Background: an optimization exercise with open tools, aiming at small area, a short achievable clock period and few clock cycles. Do not read the settings as production practice. The RTL was checked by simulation tests, not by an equivalence proof against the original design. No activity file was given, so power comes from the tool's default toggle rates.

Setup of alpha:
==> flow/design.v (excerpt) <==
module disk_seek_scheduler #(
  parameter int unsigned MAX_REQUESTS = 16
) (
  input  wire logic             clk_i,
  input  wire logic             rst_ni,
  input  wire logic             start_i,
  input  wire logic [16:0]      req_i,
  output logic                  busy_o,
  output logic                  move_valid_o,
  output logic [69:0]           move_o,
  input  wire logic             cfg_we_i,
  input  wire logic             cfg_idx_i,
  input  wire logic [15:0]      cfg_data_i
);
  localparam int NS = dss_pkg::NSlots;    
  localparam int QD = dss_pkg::QDepth;    
  function automatic logic lt16(input logic [15:0] a, input logic [15:0] b);
    logic [15:0] g1, p1;
    logic [7:0]  g2, p2;
    logic [3:0]  g3, p3;
    logic [1:0]  g4, p4;
    g1 = ~a & b; p1 = ~a | b;
    for (int k = 0; k < 8; k++) begin
      g2[k] = g1[2*k+1] | (p1[2*k+1] & g1[2*k]); p2[k] = p1[2*k+1] & p1[2*k];
    end
    for (int k = 0; k < 4; k++) begin
      g3[k] = g2[2*k+1] | (p2[2*k+1] & g2[2*k]); p3[k] = p2[2*k+1] & p2[2*k];
    end
    for (int k = 0; k < 2; k++) begin
      g4[k] = g3[2*k+1] | (p3[2*k+1] & g3[2*k]); p4[k] = p3[2*k+1] & p3[2*k];
    end
    lt16 = g4[1] | (p4[1] & g4[0]);
  endfunction
  logic [1:0]  pol_q, pol_d;
  logic [15:0] st_q, st_d;
  always_comb begin
    pol_d = pol_q; st_d = st_q;
    if (cfg_we_i) begin
      if (!cfg_idx_i) pol_d = cfg_data_i[1:0];
      else            st_d  = cfg_data_i;
    end
  end
  always_ff @(posedge clk_i or negedge rst_ni) begin
    if (!rst_ni) begin pol_q <= 2'd0; st_q <= 16'd0; end
    else begin pol_q <= pol_d; st_q <= st_d; end
  end
  logic          s1v_q, s1l_q, s1r_q;
  logic [15:0]   s1w_q;
  logic [3:0]    s1a_q;
  logic [NS-1:0] lt_q, xs, avd;      
  logic          s2v_q, s2l_q, s2r_q;
  logic [15:0]   s2w_q;
  logic [3:0]    s2a_q;
  localparam int SW = 22;               
  logic [NS-1:0]    av_q, acl_q, atg_q, aup_q;
  logic [NS*SW-1:0] sd_q;               
  logic [NS*16-1:0] aval_q;
  logic [NS*4-1:0]  aar_q;     
  logic [4:0]  ocnt_q;
  logic        ltag_q, od_q, rs_q, ofull_q;    
  logic [1:0]  kbp_q;
  logic [15:0] kbs_q;
  logic [QD-1:0]    qv_q, qdt_q;
  logic [QD*2-1:0]  qp_q;
  logic [QD*16-1:0] qs_q;
  logic        first_q, jd_q, etag_q;
  logic        ov_q, olast_q;
  ...
Size: ~3300 cells after synthesis, about 700 flip-flops, ~0.037 mm² of cells after synthesis.
Settings: LEC_CHECK=0, CAP_MARGIN=20, CELL_PAD_IN_SITES_DETAIL_PLACEMENT=1, CORE_MARGIN=2, CORE_UTILIZATION=40, CTS_BUF_LIST=sky130_fd_sc_hd__clkbuf_8 sky130_fd_sc_hd__clkbuf_16, CTS_CLUSTER_DIAMETER=100, CTS_CLUSTER_SIZE=20, SETUP_SLACK_MARGIN=3.8, SLEW_MARGIN=20; clock period 7.0 ns.
run.sh (not shown) runs the stock make flow with config.mk's settings and CLKGATE_MAP_FILE= SYNTH_SCRIPT=/design/flow/synth_recipe.tcl, a recipe that flattens the netlist after the stock synthesis.
Testbench counts of alpha, summed over its fixed seeds: cycles 3,685.
Inputs modified between alpha and beta:
# alpha
export LEC_CHECK = 0
export CAP_MARGIN = 20
export CELL_PAD_IN_SITES_DETAIL_PLACEMENT = 1
export CORE_MARGIN = 2
export CORE_UTILIZATION = 40
export CTS_BUF_LIST = sky130_fd_sc_hd__clkbuf_8 sky130_fd_sc_hd__clkbuf_16
export CTS_CLUSTER_DIAMETER = 100
export CTS_CLUSTER_SIZE = 20
export SETUP_SLACK_MARGIN = 3.8
export SLEW_MARGIN = 20
create_clock -name core_clock -period 7.0 [get_ports {clk_i}]
# beta
export LEC_CHECK = 0
export CAP_MARGIN = 20
export CELL_PAD_IN_SITES_DETAIL_PLACEMENT = 1
export CORE_MARGIN = 2
export CORE_UTILIZATION = 40
export CTS_BUF_LIST = sky130_fd_sc_hd__clkbuf_8 sky130_fd_sc_hd__clkbuf_16
export CTS_CLUSTER_DIAMETER = 100
export CTS_CLUSTER_SIZE = 20
export SETUP_SLACK_MARGIN = 3.4
export SLEW_MARGIN = 20
create_clock -name core_clock -period 7.0 [get_ports {clk_i}]
--- outcome ---
The share of power burned in the clock network in beta sits 0.4 points above the value recorded for alpha.
Delta (beta minus alpha): measured slew at the worst slew-check pin rose by 0.24 ns, total power draw shows a reduction of about 2.5%, cell leakage power moved down, async set-reset flop share out of synthesis barely changed.
Area added between synthesis and finish in beta is 2.4 points lower than in alpha
There was hardly any difference in total via count after detailed routing between beta and alpha.
Relative to alpha, share of cell area taken by flip-flops and latches increased by 0.99 points in beta.
Core utilization was lower in the run labelled beta.
Diff alpha and beta: final design instance area without fill lower in beta
### beta -> gamma
# beta
export LEC_CHECK = 0
export CAP_MARGIN = 20
export CELL_PAD_IN_SITES_DETAIL_PLACEMENT = 1
export CORE_MARGIN = 2
export CORE_UTILIZATION = 40
export CTS_BUF_LIST = sky130_fd_sc_hd__clkbuf_8 sky130_fd_sc_hd__clkbuf_16
export CTS_CLUSTER_DIAMETER = 100
export CTS_CLUSTER_SIZE = 20
export SETUP_SLACK_MARGIN = 3.4
export SLEW_MARGIN = 20
create_clock -name core_clock -period 7.0 [get_ports {clk_i}]
# gamma
export LEC_CHECK = 0
export CAP_MARGIN = 20
export CELL_PAD_IN_SITES_DETAIL_PLACEMENT = 1
export CORE_MARGIN = 2
export CORE_UTILIZATION = 40
export CTS_BUF_LIST = sky130_fd_sc_hd__clkbuf_4 sky130_fd_sc_hd__clkbuf_8
export CTS_CLUSTER_SIZE = 30
export SETUP_SLACK_MARGIN = 3.6
export SLEW_MARGIN = 20
create_clock -name core_clock -period 7.0 [get_ports {clk_i}]
==> comparison <==
Via count up about 1% in gamma wrt beta. gamma reached the final stage; the timing, DRC and antenna checks on its layout passed. Internal power component on gamma is behind beta. Of beta and gamma, the higher worst-margin pin slew belongs to beta. Of the two values seen for slowest cell on the critical path, a211oi_1 was produced by beta and edfxtp_1 by gamma. Across both runs, routed wire length per instance was lower for gamma than for beta. Side by side, global routing usage on met2 turned out lower in gamma than in beta. In gamma, pin count of the biggest net entering global routing is lower than in beta. Lower number of ordinary and repair buffers in the finished layout was reported by beta, not gamma. Count of nets left with antenna violations after detail routing came out exactly the same in beta and gamma. Where final setup slack of the worst path is concerned, beta is outperformed by gamma. Post-cts repair resize count was lower in beta than in gamma.

[separate check: timing with driven ports]
The flow's constraints put no driver on any port. The routed layouts listed below were extracted and timed again, unchanged, in two steps. Step 1, drivers: a clkbuf_16 drives clk_i and a buf_2 each remaining input, both assumed. Step 2, shift: input delay + t, output delay - t, t = (earliest + latest rising clock arrival at the registers) / 2. This alone moves slack from input paths to output paths. Three values: no drivers, after step 1, after step 2; two values: the first two.
run	t (ns)	setup WS [ns]	latest minus earliest clock arrival (ns)
alpha	0.701	3.653 / 3.659 / 2.987	0.030 / 0.030
beta	0.693	3.470 / 3.470 / 2.844	0.034 / 0.034
gamma	0.834	3.586 / 3.586 / 2.903	0.043 / 0.043
After both steps every run listed still meets setup and hold. The setup slack of gamma, which loses most, moves by 0.000 ns with the drivers and by -0.683 ns with both steps.
